From an optimization exercise on the open Yosys and OpenROAD flow, aimed at small area, a short achievable clock period and few clock cycles per item; shortcuts taken in it are not production practice.
Only simulation tests tie the RTL to the original design; equivalence was not proved.

==> module sha256_round_core, before the edit <==
module sha256_round_core (
  input  logic         clock,
  input  logic         reset,
  input  logic         start,
  input  logic         first_block,
  input  logic         w_reg_rdy,
  input  logic [31:0]  w_reg_data,
  output logic         w_reg_read,
  output logic [5:0]   w_reg_addr,
  output logic         busy,
  output logic         done,
  output logic [255:0] digest
);
  logic        r_busy, r_done, r_read;
  logic [5:0]  r_addr;       
  logic        r_acc1, r_acc2;  
  logic [5:0]  r_kc;         
  logic        r_pv;         
  logic        r_fin;        
  logic        r_ld;         
  logic [1:0]  r_lcnt;
  logic        r_first;
  logic [31:0] r_a, r_b, r_c, r_d, r_e, r_f, r_g, r_h;
  logic [31:0] r_hkw;
  logic [31:0] r_p [4];      
  logic [31:0] r_q [4];      
  logic        w_go, w_ld, w_first, w_exec, w_add, w_acc;
  logic [31:0] w_k, w_x, w_ya, w_ye, w_iva, w_ive;
  logic [31:0] w_sig0, w_sig1, w_maj, w_na, w_ne, w_t1s, w_t1c;
  logic [31:0] w_suma, w_sume;
  assign w_go    = start & ~r_busy & ~r_done;
  assign w_ld    = w_go | r_ld;
  assign w_first = r_ld ? r_first : first_block;
  assign w_exec  = r_pv;
  assign w_add   = (w_exec & (r_kc == 6'd62 || r_kc == 6'd63 || r_kc == 6'd0)) | r_fin;
  assign w_acc   = r_read & w_reg_rdy;
  assign w_reg_read = r_read;
  assign w_reg_addr = r_addr;
  assign busy       = r_busy;
  assign done       = r_done;
  assign digest     = {r_p[0], r_p[1], r_p[2], r_p[3], r_q[0], r_q[1], r_q[2], r_q[3]};
  logic [5:0]  w_kc_next;
  logic [31:0] w_knext, r_k;
  assign w_kc_next = r_kc + {5'd0, r_acc2};
  sha256_k_rom u_k_rom (
    .i_addr (w_kc_next),
    .o_k    (w_knext)
  );
  assign w_k = r_k;
  always_comb begin
    unique case (r_lcnt)
      2'd0: begin w_iva = sha256_pkg::c_iv[159:128]; w_ive = sha256_pkg::c_iv[31:0];  end
      2'd1: begin w_iva = sha256_pkg::c_iv[191:160]; w_ive = sha256_pkg::c_iv[63:32]; end
      2'd2: begin w_iva = sha256_pkg::c_iv[223:192]; w_ive = sha256_pkg::c_iv[95:64]; end
      default: begin w_iva = sha256_pkg::c_iv[255:224]; w_ive = sha256_pkg::c_iv[127:96]; end
    endcase
  end
  assign w_ya = w_first ? w_iva : r_p[3];
  assign w_ye = w_first ? w_ive : r_q[3];
  assign w_sig0 = sha256_pkg::rotr(r_a, 2) ^ sha256_pkg::rotr(r_a, 13) ^ sha256_pkg::rotr(r_a, 22);
  assign w_sig1 = sha256_pkg::rotr(r_e, 6) ^ sha256_pkg::rotr(r_e, 11) ^ sha256_pkg::rotr(r_e, 25);
  assign w_maj  = (r_a & r_b) ^ (r_a & r_c) ^ (r_b & r_c);
  logic [31:0] w_us, w_uc, w_vs, w_vc, w_es, w_ec;
  logic [31:0] w_t1x, w_t1m;
  always_comb begin
    for (int i = 0; i < 32; i++) begin
      w_t1x[i] = r_e[i] ? (r_hkw[i] ^ r_f[i]) : (r_hkw[i] ^ r_g[i]);
      w_t1m[i] = r_e[i] ? (w_sig1[i] ? (r_hkw[i] | r_f[i]) : (r_hkw[i] & r_f[i]))
                        : (w_sig1[i] ? (r_hkw[i] | r_g[i]) : (r_hkw[i] & r_g[i]));
    end
  end
  assign w_t1s  = w_sig1 ^ w_t1x;
  assign w_t1c  = {w_t1m[30:0], 1'b0};
  assign w_es   = r_d ^ w_t1s ^ w_t1c;
  assign w_ec   = sha256_pkg::csa_c(r_d, w_t1s, w_t1c);
  assign w_ne   = sha256_pkg::add32(w_es, w_ec);
  assign w_us   = w_t1s ^ w_t1c ^ w_sig0;
  assign w_uc   = sha256_pkg::csa_c(w_t1s, w_t1c, w_sig0);
  assign w_vs   = w_us ^ w_uc ^ w_maj;
  assign w_vc   = sha256_pkg::csa_c(w_us, w_uc, w_maj);
  assign w_na   = sha256_pkg::add32(w_vs, w_vc);
  assign w_x    = (w_exec | r_ld) ? r_g : r_h;
  assign w_suma = sha256_pkg::add32(r_p[3], r_a);
  assign w_sume = sha256_pkg::add32(r_q[3], r_e);
  always_ff @(posedge clock or posedge reset) begin
    if (reset) begin
      r_busy  <= 1'b0;
      r_done  <= 1'b0;
      r_read  <= 1'b0;
      r_addr  <= 6'd0;
      r_acc1  <= 1'b0;
      r_acc2  <= 1'b0;
      r_kc    <= 6'd0;
      r_pv    <= 1'b0;
      r_fin   <= 1'b0;
      r_ld    <= 1'b0;
      r_lcnt  <= 2'd0;
      r_first <= 1'b0;
    end else begin
      r_done <= r_fin;
      r_fin  <= w_exec & (r_kc == 6'd0);
      if (w_go) begin
        r_busy  <= 1'b1;
        r_read  <= 1'b1;
        r_first <= first_block;
      end else if (r_fin) begin
        r_busy <= 1'b0;
      end
      if (w_acc) begin
        r_addr <= r_addr + 6'd1;
        if (r_addr == 6'd63) r_read <= 1'b0;
      end
      r_acc1 <= w_acc;
      r_acc2 <= r_acc1;
      r_pv   <= r_acc2;
      r_kc   <= w_kc_next;
      if (w_ld) begin
        r_lcnt <= r_lcnt + 2'd1;
        r_ld   <= (r_lcnt != 2'd3);
      end
    end
  end
  always_ff @(posedge clock or posedge reset) begin
    if (reset) begin
      for (int i = 0; i < 4; i++) begin
        r_p[i] <= 32'h0;
        r_q[i] <= 32'h0;
      end
    end else if (w_ld | w_add) begin
      r_p[0] <= w_ld ? w_ya : w_suma;
      r_q[0] <= w_ld ? w_ye : w_sume;
      for (int i = 1; i < 4; i++) begin
        r_p[i] <= r_p[i-1];
        r_q[i] <= r_q[i-1];
      end
    end
  end
  logic        w_hold;
  assign w_hold = ~(w_ld | w_exec);
  always_ff @(posedge clock) begin
    r_a <= ({32{w_exec}} & w_na) | ({32{w_ld}} & w_ya) | ({32{w_hold}} & r_a);
    r_e <= ({32{w_exec}} & w_ne) | ({32{w_ld}} & w_ye) | ({32{w_hold}} & r_e);
  end
  always_ff @(posedge clock) begin
    if (r_ld | w_exec) begin
      r_b <= r_a;
      r_c <= r_b;
      r_d <= r_c;
      r_f <= r_e;
      r_g <= r_f;
      r_h <= r_g;
    end
    r_k   <= w_knext;
    r_hkw <= sha256_pkg::add32(w_x ^ w_k ^ w_reg_data,
                              sha256_pkg::csa_c(w_x, w_k, w_reg_data));
  end
endmodule
Settings: LEC_CHECK=0, CAP_MARGIN=20, CORE_MARGIN=2, CORE_UTILIZATION=40, CTS_CLUSTER_DIAMETER=80, CTS_CLUSTER_SIZE=25, PLACE_DENSITY=0.6, SETUP_SLACK_MARGIN=5, SLEW_MARGIN=20; clock period 10.0 ns.
standard.sh (not shown) runs the stock make flow with config.mk's settings and CLKGATE_MAP_FILE= SYNTH_SCRIPT=/design/flow/synth_recipe.tcl, a recipe that flattens the netlist after the stock synthesis.
==> flow/flow/run.sh <==
#!/bin/bash
# Layout flow: the standard ORFS flow (standard synthesis unchanged), with
# - the port buffers made of sky130_fd_sc_hd__buf_1 instead of the cell
#   buffer_ports picks by default,
# - timing repair aiming at 6 ns of setup slack instead of config.mk's 5 (the
#   clock and constraints are unchanged), and
# - resizing not held to the original cell footprint.
# Every ORFS step keeps its own log under orfs/logs; the make output goes to
# flow_make.log here.
set -euo pipefail
bash standard.sh "BUFFER_PORTS_ARGS=-buffer_cell sky130_fd_sc_hd__buf_1" \
  SETUP_SLACK_MARGIN=6 MATCH_CELL_FOOTPRINT=0 finish > flow_make.log 2>&1
Testbench counts at the start, summed over its fixed seeds: cycles 20,453, blocks 256.
Rerun with:
--- a/flow/design.v
+++ b/flow/design.v
@@ -172,13 +172,13 @@
       default: begin w_iva = sha256_pkg::c_iv[255:224]; w_ive = sha256_pkg::c_iv[127:96]; end
     endcase
   end
   assign w_ya = w_first ? w_iva : r_p[3];
   assign w_ye = w_first ? w_ive : r_q[3];
   assign w_sig0 = sha256_pkg::rotr(r_a, 2) ^ sha256_pkg::rotr(r_a, 13) ^ sha256_pkg::rotr(r_a, 22);
-  assign w_sig1 = sha256_pkg::rotr(r_e, 6) ^ sha256_pkg::rotr(r_e, 11) ^ sha256_pkg::rotr(r_e, 25);
+  assign w_sig1 = r_s1;
   assign w_maj  = (r_a & r_b) ^ (r_a & r_c) ^ (r_b & r_c);
   logic [31:0] w_us, w_uc, w_vs, w_vc, w_es, w_ec;
   logic [31:0] w_t1x, w_t1m;
   always_comb begin
     for (int i = 0; i < 32; i++) begin
       w_t1x[i] = r_e[i] ? (r_hkw[i] ^ r_f[i]) : (r_hkw[i] ^ r_g[i]);
@@ -188,16 +188,16 @@
   end
   assign w_t1s  = w_sig1 ^ w_t1x;
   assign w_t1c  = {w_t1m[30:0], 1'b0};
   assign w_es   = r_d ^ w_t1s ^ w_t1c;
   assign w_ec   = sha256_pkg::csa_c(r_d, w_t1s, w_t1c);
   assign w_ne   = sha256_pkg::add32(w_es, w_ec);
-  assign w_us   = w_t1s ^ w_t1c ^ w_sig0;
-  assign w_uc   = sha256_pkg::csa_c(w_t1s, w_t1c, w_sig0);
-  assign w_vs   = w_us ^ w_uc ^ w_maj;
-  assign w_vc   = sha256_pkg::csa_c(w_us, w_uc, w_maj);
+  assign w_us   = w_t1s ^ w_t1c ^ w_maj;
+  assign w_uc   = sha256_pkg::csa_c(w_t1s, w_t1c, w_maj);
+  assign w_vs   = w_us ^ w_uc ^ w_sig0;
+  assign w_vc   = sha256_pkg::csa_c(w_us, w_uc, w_sig0);
   assign w_na   = sha256_pkg::add32(w_vs, w_vc);
   assign w_x    = (w_exec | r_ld) ? r_g : r_h;
   assign w_suma = sha256_pkg::add32(r_p[3], r_a);
   assign w_sume = sha256_pkg::add32(r_q[3], r_e);
   always_ff @(posedge clock or posedge reset) begin
     if (reset) begin
@@ -250,16 +250,20 @@
         r_p[i] <= r_p[i-1];
         r_q[i] <= r_q[i-1];
       end
     end
   end
   logic        w_hold;
-  assign w_hold = ~(w_ld | w_exec);
+  logic [31:0] w_e_next, r_s1;
+  assign w_hold   = ~(w_ld | w_exec);
+  assign w_e_next = ({32{w_exec}} & w_ne) | ({32{w_ld}} & w_ye) | ({32{w_hold}} & r_e);
   always_ff @(posedge clock) begin
     r_a <= ({32{w_exec}} & w_na) | ({32{w_ld}} & w_ya) | ({32{w_hold}} & r_a);
-    r_e <= ({32{w_exec}} & w_ne) | ({32{w_ld}} & w_ye) | ({32{w_hold}} & r_e);
+    r_e  <= w_e_next;
+    r_s1 <= sha256_pkg::rotr(w_e_next, 6) ^ sha256_pkg::rotr(w_e_next, 11) ^
+            sha256_pkg::rotr(w_e_next, 25);
   end
   always_ff @(posedge clock) begin
     if (r_ld | w_exec) begin
       r_b <= r_a;
       r_c <= r_b;
       r_d <= r_c;
What happened: The new run finished with timing, DRC and antenna clean; worst setup slack degrades by 0.045 ns; global-route usage went down by 2.3 points; synthesized area stays flat; non-clock buffer count rises by 21; utilization increases by 0.86 points.
Testbench counts after the change, summed over its fixed seeds: cycles 20,453, blocks 256.

Setup of before:
The RTL this note starts from:
==> flow/design.v <==
`default_nettype none
package sha256_pkg;
  localparam logic [255:0] c_iv = {
    32'h6a09e667, 32'hbb67ae85, 32'h3c6ef372, 32'ha54ff53a,
    32'h510e527f, 32'h9b05688c, 32'h1f83d9ab, 32'h5be0cd19
  };
  function automatic logic [31:0] rotr(input logic [31:0] x, input integer n);
    rotr = (x >> n) | (x << (32 - n));
  endfunction
  function automatic logic [31:0] csa_c(input logic [31:0] x, input logic [31:0] y,
                                        input logic [31:0] z);
    logic [31:0] m;
    m = (x & y) | (x & z) | (y & z);
    csa_c = {m[30:0], 1'b0};
  endfunction
  function automatic logic [31:0] add32(input logic [31:0] x, input logic [31:0] y);
    logic [31:0] g, p, gg, pp, gn, pn;
    g  = x & y;
    p  = x ^ y;
    gg = g;
    pp = p;
    for (int l = 0; l < 5; l++) begin
      gn = gg;
      pn = pp;
      for (int i = 0; i < 32; i++) begin
        if (((i >> l) & 1) == 1) begin
          gn[i] = gg[i] | (pp[i] & gg[((i >> l) << l) - 1]);
          pn[i] = pp[i] & pp[((i >> l) << l) - 1];
        end
      end
      gg = gn;
      pp = pn;
    end
    add32 = p ^ {gg[30:0], 1'b0};
  endfunction
endpackage
`default_nettype wire
`default_nettype none
module sha256_k_rom (
  input  logic [5:0]  i_addr,
  output logic [31:0] o_k
);
  always_comb begin
    o_k = 32'h0;
    unique case (i_addr)
      6'd0:  o_k = 32'h428a2f98;  6'd1:  o_k = 32'h71374491;
      6'd2:  o_k = 32'hb5c0fbcf;  6'd3:  o_k = 32'he9b5dba5;
      6'd4:  o_k = 32'h3956c25b;  6'd5:  o_k = 32'h59f111f1;
      6'd6:  o_k = 32'h923f82a4;  6'd7:  o_k = 32'hab1c5ed5;
      6'd8:  o_k = 32'hd807aa98;  6'd9:  o_k = 32'h12835b01;
      6'd10: o_k = 32'h243185be;  6'd11: o_k = 32'h550c7dc3;
      6'd12: o_k = 32'h72be5d74;  6'd13: o_k = 32'h80deb1fe;
      6'd14: o_k = 32'h9bdc06a7;  6'd15: o_k = 32'hc19bf174;
      6'd16: o_k = 32'he49b69c1;  6'd17: o_k = 32'hefbe4786;
      6'd18: o_k = 32'h0fc19dc6;  6'd19: o_k = 32'h240ca1cc;
      6'd20: o_k = 32'h2de92c6f;  6'd21: o_k = 32'h4a7484aa;
      6'd22: o_k = 32'h5cb0a9dc;  6'd23: o_k = 32'h76f988da;
      6'd24: o_k = 32'h983e5152;  6'd25: o_k = 32'ha831c66d;
      6'd26: o_k = 32'hb00327c8;  6'd27: o_k = 32'hbf597fc7;
      6'd28: o_k = 32'hc6e00bf3;  6'd29: o_k = 32'hd5a79147;
      6'd30: o_k = 32'h06ca6351;  6'd31: o_k = 32'h14292967;
      6'd32: o_k = 32'h27b70a85;  6'd33: o_k = 32'h2e1b2138;
      6'd34: o_k = 32'h4d2c6dfc;  6'd35: o_k = 32'h53380d13;
      6'd36: o_k = 32'h650a7354;  6'd37: o_k = 32'h766a0abb;
      6'd38: o_k = 32'h81c2c92e;  6'd39: o_k = 32'h92722c85;
      6'd40: o_k = 32'ha2bfe8a1;  6'd41: o_k = 32'ha81a664b;
      6'd42: o_k = 32'hc24b8b70;  6'd43: o_k = 32'hc76c51a3;
      6'd44: o_k = 32'hd192e819;  6'd45: o_k = 32'hd6990624;
      6'd46: o_k = 32'hf40e3585;  6'd47: o_k = 32'h106aa070;
      6'd48: o_k = 32'h19a4c116;  6'd49: o_k = 32'h1e376c08;
      6'd50: o_k = 32'h2748774c;  6'd51: o_k = 32'h34b0bcb5;
      6'd52: o_k = 32'h391c0cb3;  6'd53: o_k = 32'h4ed8aa4a;
      6'd54: o_k = 32'h5b9cca4f;  6'd55: o_k = 32'h682e6ff3;
      6'd56: o_k = 32'h748f82ee;  6'd57: o_k = 32'h78a5636f;
      6'd58: o_k = 32'h84c87814;  6'd59: o_k = 32'h8cc70208;
      6'd60: o_k = 32'h90befffa;  6'd61: o_k = 32'ha4506ceb;
      6'd62: o_k = 32'hbef9a3f7;  6'd63: o_k = 32'hc67178f2;
      default: o_k = 32'h0;
    endcase
  end
endmodule
`default_nettype wire
`default_nettype none
module sha256_round_core (
  input  logic         clock,
  input  logic         reset,
  input  logic         start,
  input  logic         first_block,
  input  logic         w_reg_rdy,
  input  logic [31:0]  w_reg_data,
  output logic         w_reg_read,
  output logic [5:0]   w_reg_addr,
  output logic         busy,
  output logic         done,
  output logic [255:0] digest
);
  logic        r_busy, r_done, r_read;
  logic [5:0]  r_addr;       
  logic        r_acc1, r_acc2;  
  logic [5:0]  r_kc;         
  logic        r_pv;         
  logic        r_fin;        
  logic        r_ld;         
  logic [1:0]  r_lcnt;
  logic        r_first;
  logic [31:0] r_a, r_b, r_c, r_d, r_e, r_f, r_g, r_h;
  logic [31:0] r_hkw;
  logic [31:0] r_p [4];      
  logic [31:0] r_q [4];      
  logic        w_go, w_ld, w_first, w_exec, w_add, w_acc;
  logic [31:0] w_k, w_x, w_ya, w_ye, w_iva, w_ive;
  logic [31:0] w_sig0, w_sig1, w_maj, w_na, w_ne, w_t1s, w_t1c;
  logic [31:0] w_suma, w_sume;
  assign w_go    = start & ~r_busy & ~r_done;
  assign w_ld    = w_go | r_ld;
  assign w_first = r_ld ? r_first : first_block;
  assign w_exec  = r_pv;
  assign w_add   = (w_exec & (r_kc == 6'd62 || r_kc == 6'd63 || r_kc == 6'd0)) | r_fin;
  assign w_acc   = r_read & w_reg_rdy;
  assign w_reg_read = r_read;
  assign w_reg_addr = r_addr;
  assign busy       = r_busy;
  assign done       = r_done;
  assign digest     = {r_p[0], r_p[1], r_p[2], r_p[3], r_q[0], r_q[1], r_q[2], r_q[3]};
  logic [5:0]  w_kc1;
  logic [31:0] w_knext, r_k;
  assign w_kc1 = r_kc + 6'd1;
  sha256_k_rom u_k_rom (
    .i_addr (w_kc1),
    .o_k    (w_knext)
  );
  assign w_k = r_k;
  always_comb begin
    unique case (r_lcnt)
      2'd0: begin w_iva = sha256_pkg::c_iv[159:128]; w_ive = sha256_pkg::c_iv[31:0];  end
      2'd1: begin w_iva = sha256_pkg::c_iv[191:160]; w_ive = sha256_pkg::c_iv[63:32]; end
      2'd2: begin w_iva = sha256_pkg::c_iv[223:192]; w_ive = sha256_pkg::c_iv[95:64]; end
      default: begin w_iva = sha256_pkg::c_iv[255:224]; w_ive = sha256_pkg::c_iv[127:96]; end
    endcase
  end
  assign w_ya = w_first ? w_iva : r_p[3];
  assign w_ye = w_first ? w_ive : r_q[3];
  assign w_sig0 = sha256_pkg::rotr(r_a, 2) ^ sha256_pkg::rotr(r_a, 13) ^ sha256_pkg::rotr(r_a, 22);
  assign w_sig1 = sha256_pkg::rotr(r_e, 6) ^ sha256_pkg::rotr(r_e, 11) ^ sha256_pkg::rotr(r_e, 25);
  assign w_maj  = (r_a & r_b) ^ (r_a & r_c) ^ (r_b & r_c);
  logic [31:0] w_us, w_uc, w_vs, w_vc, w_es, w_ec;
  logic [31:0] w_t1x, w_t1m;
  always_comb begin
    for (int i = 0; i < 32; i++) begin
      w_t1x[i] = r_e[i] ? (r_hkw[i] ^ r_f[i]) : (r_hkw[i] ^ r_g[i]);
      w_t1m[i] = r_e[i] ? (w_sig1[i] ? (r_hkw[i] | r_f[i]) : (r_hkw[i] & r_f[i]))
                        : (w_sig1[i] ? (r_hkw[i] | r_g[i]) : (r_hkw[i] & r_g[i]));
    end
  end
  assign w_t1s  = w_sig1 ^ w_t1x;
  assign w_t1c  = {w_t1m[30:0], 1'b0};
  assign w_es   = r_d ^ w_t1s ^ w_t1c;
  assign w_ec   = sha256_pkg::csa_c(r_d, w_t1s, w_t1c);
  assign w_ne   = sha256_pkg::add32(w_es, w_ec);
  assign w_us   = w_t1s ^ w_t1c ^ w_sig0;
  assign w_uc   = sha256_pkg::csa_c(w_t1s, w_t1c, w_sig0);
  assign w_vs   = w_us ^ w_uc ^ w_maj;
  assign w_vc   = sha256_pkg::csa_c(w_us, w_uc, w_maj);
  assign w_na   = sha256_pkg::add32(w_vs, w_vc);
  assign w_x    = (w_exec | r_ld) ? r_g : r_h;
  assign w_suma = sha256_pkg::add32(r_p[3], r_a);
  assign w_sume = sha256_pkg::add32(r_q[3], r_e);
  always_ff @(posedge clock or posedge reset) begin
    if (reset) begin
      r_busy  <= 1'b0;
      r_done  <= 1'b0;
      r_read  <= 1'b0;
      r_addr  <= 6'd0;
      r_acc1  <= 1'b0;
      r_acc2  <= 1'b0;
      r_kc    <= 6'd0;
      r_pv    <= 1'b0;
      r_fin   <= 1'b0;
      r_ld    <= 1'b0;
      r_lcnt  <= 2'd0;
      r_first <= 1'b0;
      r_k     <= 32'h428a2f98;
    end else begin
      r_done <= r_fin;
      if (r_acc2) r_k <= w_knext;
      r_fin  <= w_exec & (r_kc == 6'd0);
      if (w_go) begin
        r_busy  <= 1'b1;
        r_read  <= 1'b1;
        r_first <= first_block;
      end else if (r_fin) begin
        r_busy <= 1'b0;
      end
      if (w_acc) begin
        r_addr <= r_addr + 6'd1;
        if (r_addr == 6'd63) r_read <= 1'b0;
      end
      r_acc1 <= w_acc;
      r_acc2 <= r_acc1;
      r_pv   <= r_acc2;
      if (r_acc2) r_kc <= r_kc + 6'd1;
      if (w_ld) begin
        r_lcnt <= r_lcnt + 2'd1;
        r_ld   <= (r_lcnt != 2'd3);
      end
    end
  end
  always_ff @(posedge clock or posedge reset) begin
    if (reset) begin
      for (int i = 0; i < 4; i++) begin
        r_p[i] <= 32'h0;
        r_q[i] <= 32'h0;
      end
    end else if (w_ld | w_add) begin
      r_p[0] <= w_ld ? w_ya : w_suma;
      r_q[0] <= w_ld ? w_ye : w_sume;
      for (int i = 1; i < 4; i++) begin
        r_p[i] <= r_p[i-1];
        r_q[i] <= r_q[i-1];
      end
    end
  end
  logic        w_hold;
  assign w_hold = ~(w_ld | w_exec);
  always_ff @(posedge clock) begin
    r_a <= ({32{w_exec}} & w_na) | ({32{w_ld}} & w_ya) | ({32{w_hold}} & r_a);
    r_e <= ({32{w_exec}} & w_ne) | ({32{w_ld}} & w_ye) | ({32{w_hold}} & r_e);
  end
  always_ff @(posedge clock) begin
    if (r_ld | w_exec) begin
      r_b <= r_a;
      r_c <= r_b;
      r_d <= r_c;
      r_f <= r_e;
      r_g <= r_f;
      r_h <= r_g;
    end
    if (r_acc2) r_hkw <= sha256_pkg::add32(w_x ^ w_k ^ w_reg_data,
                                           sha256_pkg::csa_c(w_x, w_k, w_reg_data));
  end
endmodule
`default_nettype wire
Settings: LEC_CHECK=0, CAP_MARGIN=20, CORE_MARGIN=2, CORE_UTILIZATION=40, CTS_CLUSTER_DIAMETER=80, CTS_CLUSTER_SIZE=25, PLACE_DENSITY=0.6, SETUP_SLACK_MARGIN=5, SLEW_MARGIN=20; clock period 10.0 ns.
==> flow/flow/run.sh <==
#!/bin/bash
# Layout flow: the standard ORFS flow (standard synthesis unchanged), with
# the port buffers made of sky130_fd_sc_hd__buf_1 instead of the cell
# buffer_ports picks by default, and timing repair aiming at 5.5 ns of setup
# slack instead of config.mk's 5 (the clock and constraints are unchanged).
# Every ORFS step keeps its own log under orfs/logs; the make output goes to
# flow_make.log here.
set -euo pipefail
bash standard.sh "BUFFER_PORTS_ARGS=-buffer_cell sky130_fd_sc_hd__buf_1" \
  SETUP_SLACK_MARGIN=5.5 finish > flow_make.log 2>&1
Testbench counts of before, summed over its fixed seeds: cycles 20,453, blocks 256.
diff inputs: before => after
diff --git a/flow/design.v b/flow/design.v
--- a/flow/design.v
+++ b/flow/design.v
@@ -120,15 +120,15 @@
   assign w_reg_read = r_read;
   assign w_reg_addr = r_addr;
   assign busy       = r_busy;
   assign done       = r_done;
   assign digest     = {r_p[0], r_p[1], r_p[2], r_p[3], r_q[0], r_q[1], r_q[2], r_q[3]};
-  logic [5:0]  w_kc1;
+  logic [5:0]  w_kc_next;
   logic [31:0] w_knext, r_k;
-  assign w_kc1 = r_kc + 6'd1;
+  assign w_kc_next = r_kc + {5'd0, r_acc2};
   sha256_k_rom u_k_rom (
-    .i_addr (w_kc1),
+    .i_addr (w_kc_next),
     .o_k    (w_knext)
   );
   assign w_k = r_k;
   always_comb begin
     unique case (r_lcnt)
@@ -177,14 +177,12 @@
       r_pv    <= 1'b0;
       r_fin   <= 1'b0;
       r_ld    <= 1'b0;
       r_lcnt  <= 2'd0;
       r_first <= 1'b0;
-      r_k     <= 32'h428a2f98;
     end else begin
       r_done <= r_fin;
-      if (r_acc2) r_k <= w_knext;
       r_fin  <= w_exec & (r_kc == 6'd0);
       if (w_go) begin
         r_busy  <= 1'b1;
         r_read  <= 1'b1;
         r_first <= first_block;
@@ -196,11 +194,11 @@
         if (r_addr == 6'd63) r_read <= 1'b0;
       end
       r_acc1 <= w_acc;
       r_acc2 <= r_acc1;
       r_pv   <= r_acc2;
-      if (r_acc2) r_kc <= r_kc + 6'd1;
+      r_kc   <= w_kc_next;
       if (w_ld) begin
         r_lcnt <= r_lcnt + 2'd1;
         r_ld   <= (r_lcnt != 2'd3);
       end
     end
@@ -233,10 +231,11 @@
       r_d <= r_c;
       r_f <= r_e;
       r_g <= r_f;
       r_h <= r_g;
     end
-    if (r_acc2) r_hkw <= sha256_pkg::add32(w_x ^ w_k ^ w_reg_data,
-                                           sha256_pkg::csa_c(w_x, w_k, w_reg_data));
+    r_k   <= w_knext;
+    r_hkw <= sha256_pkg::add32(w_x ^ w_k ^ w_reg_data,
+                              sha256_pkg::csa_c(w_x, w_k, w_reg_data));
   end
 endmodule
 `default_nettype wire
Findings:
- after: done, clean on timing, DRC and antenna
- Diff after and before: global-route track usage on met1 lower in before
- Against before, after comes in 0.02 ns higher on clock insertion delay at the later pin of the skew report.
- Per the comparison of after with before, slew of the pin with the lowest slew margin shrank by 0.12 ns, count of buffer and inverter cells on the critical path fell 3.
- Number of antenna repair diodes on after is down relative to before.
- | share of layout cells above drive strength 1 | after vs before | 1.1 points lower |
- Higher post-route worst setup slack was reported by before, not after.
- Number of cells in the finished layout apart from fillers in after is 2.4% below before.
Testbench counts of after, summed over its fixed seeds: cycles 20,453, blocks 256.

## re-timing with driven ports
The results above use ideal ports. As a check the final layouts listed here were re-extracted and re-timed, cells and wires unchanged. Step 1 sets driving cells, clkbuf_16 on the clock port and buf_2 on the other inputs (assumed; they add their load-dependent delay and slew). Step 2 moves the port delays by t, midway between the first and last clock arrival at a register: inputs arrive t later, outputs are due t later. That takes back most of the time a late clock gives input paths. Slacks: no drivers / after step 1 / after step 2; pairs: no drivers / after step 1.
| run | t, ns | setup slack, ns | worst setup path after step 2 | latest minus earliest clock arrival (ns) | worst slew at a driven data input, ns |
|---|---|---|---|---|---|
| the first run of note 1 | 0.683 | 5.600 / 5.600 / 5.028 | input to register | 0.076 / 0.076 | 0.04 |
| the second run of note 1 | 0.667 | 5.555 / 5.555 / 5.134 | input to register | 0.043 / 0.043 | 0.10 |
| before | 0.657 | 5.360 / 5.360 / 4.987 | input to register | 0.032 / 0.033 | 0.17 |
| after | 0.645 | 5.187 / 5.187 / 4.909 | input to register | 0.057 / 0.057 | 0.10 |
After both steps setup and hold are still met in every run listed. The setup slack of the first run of note 1, which loses most, moves by 0.000 ns with the drivers and by -0.572 ns with both steps.
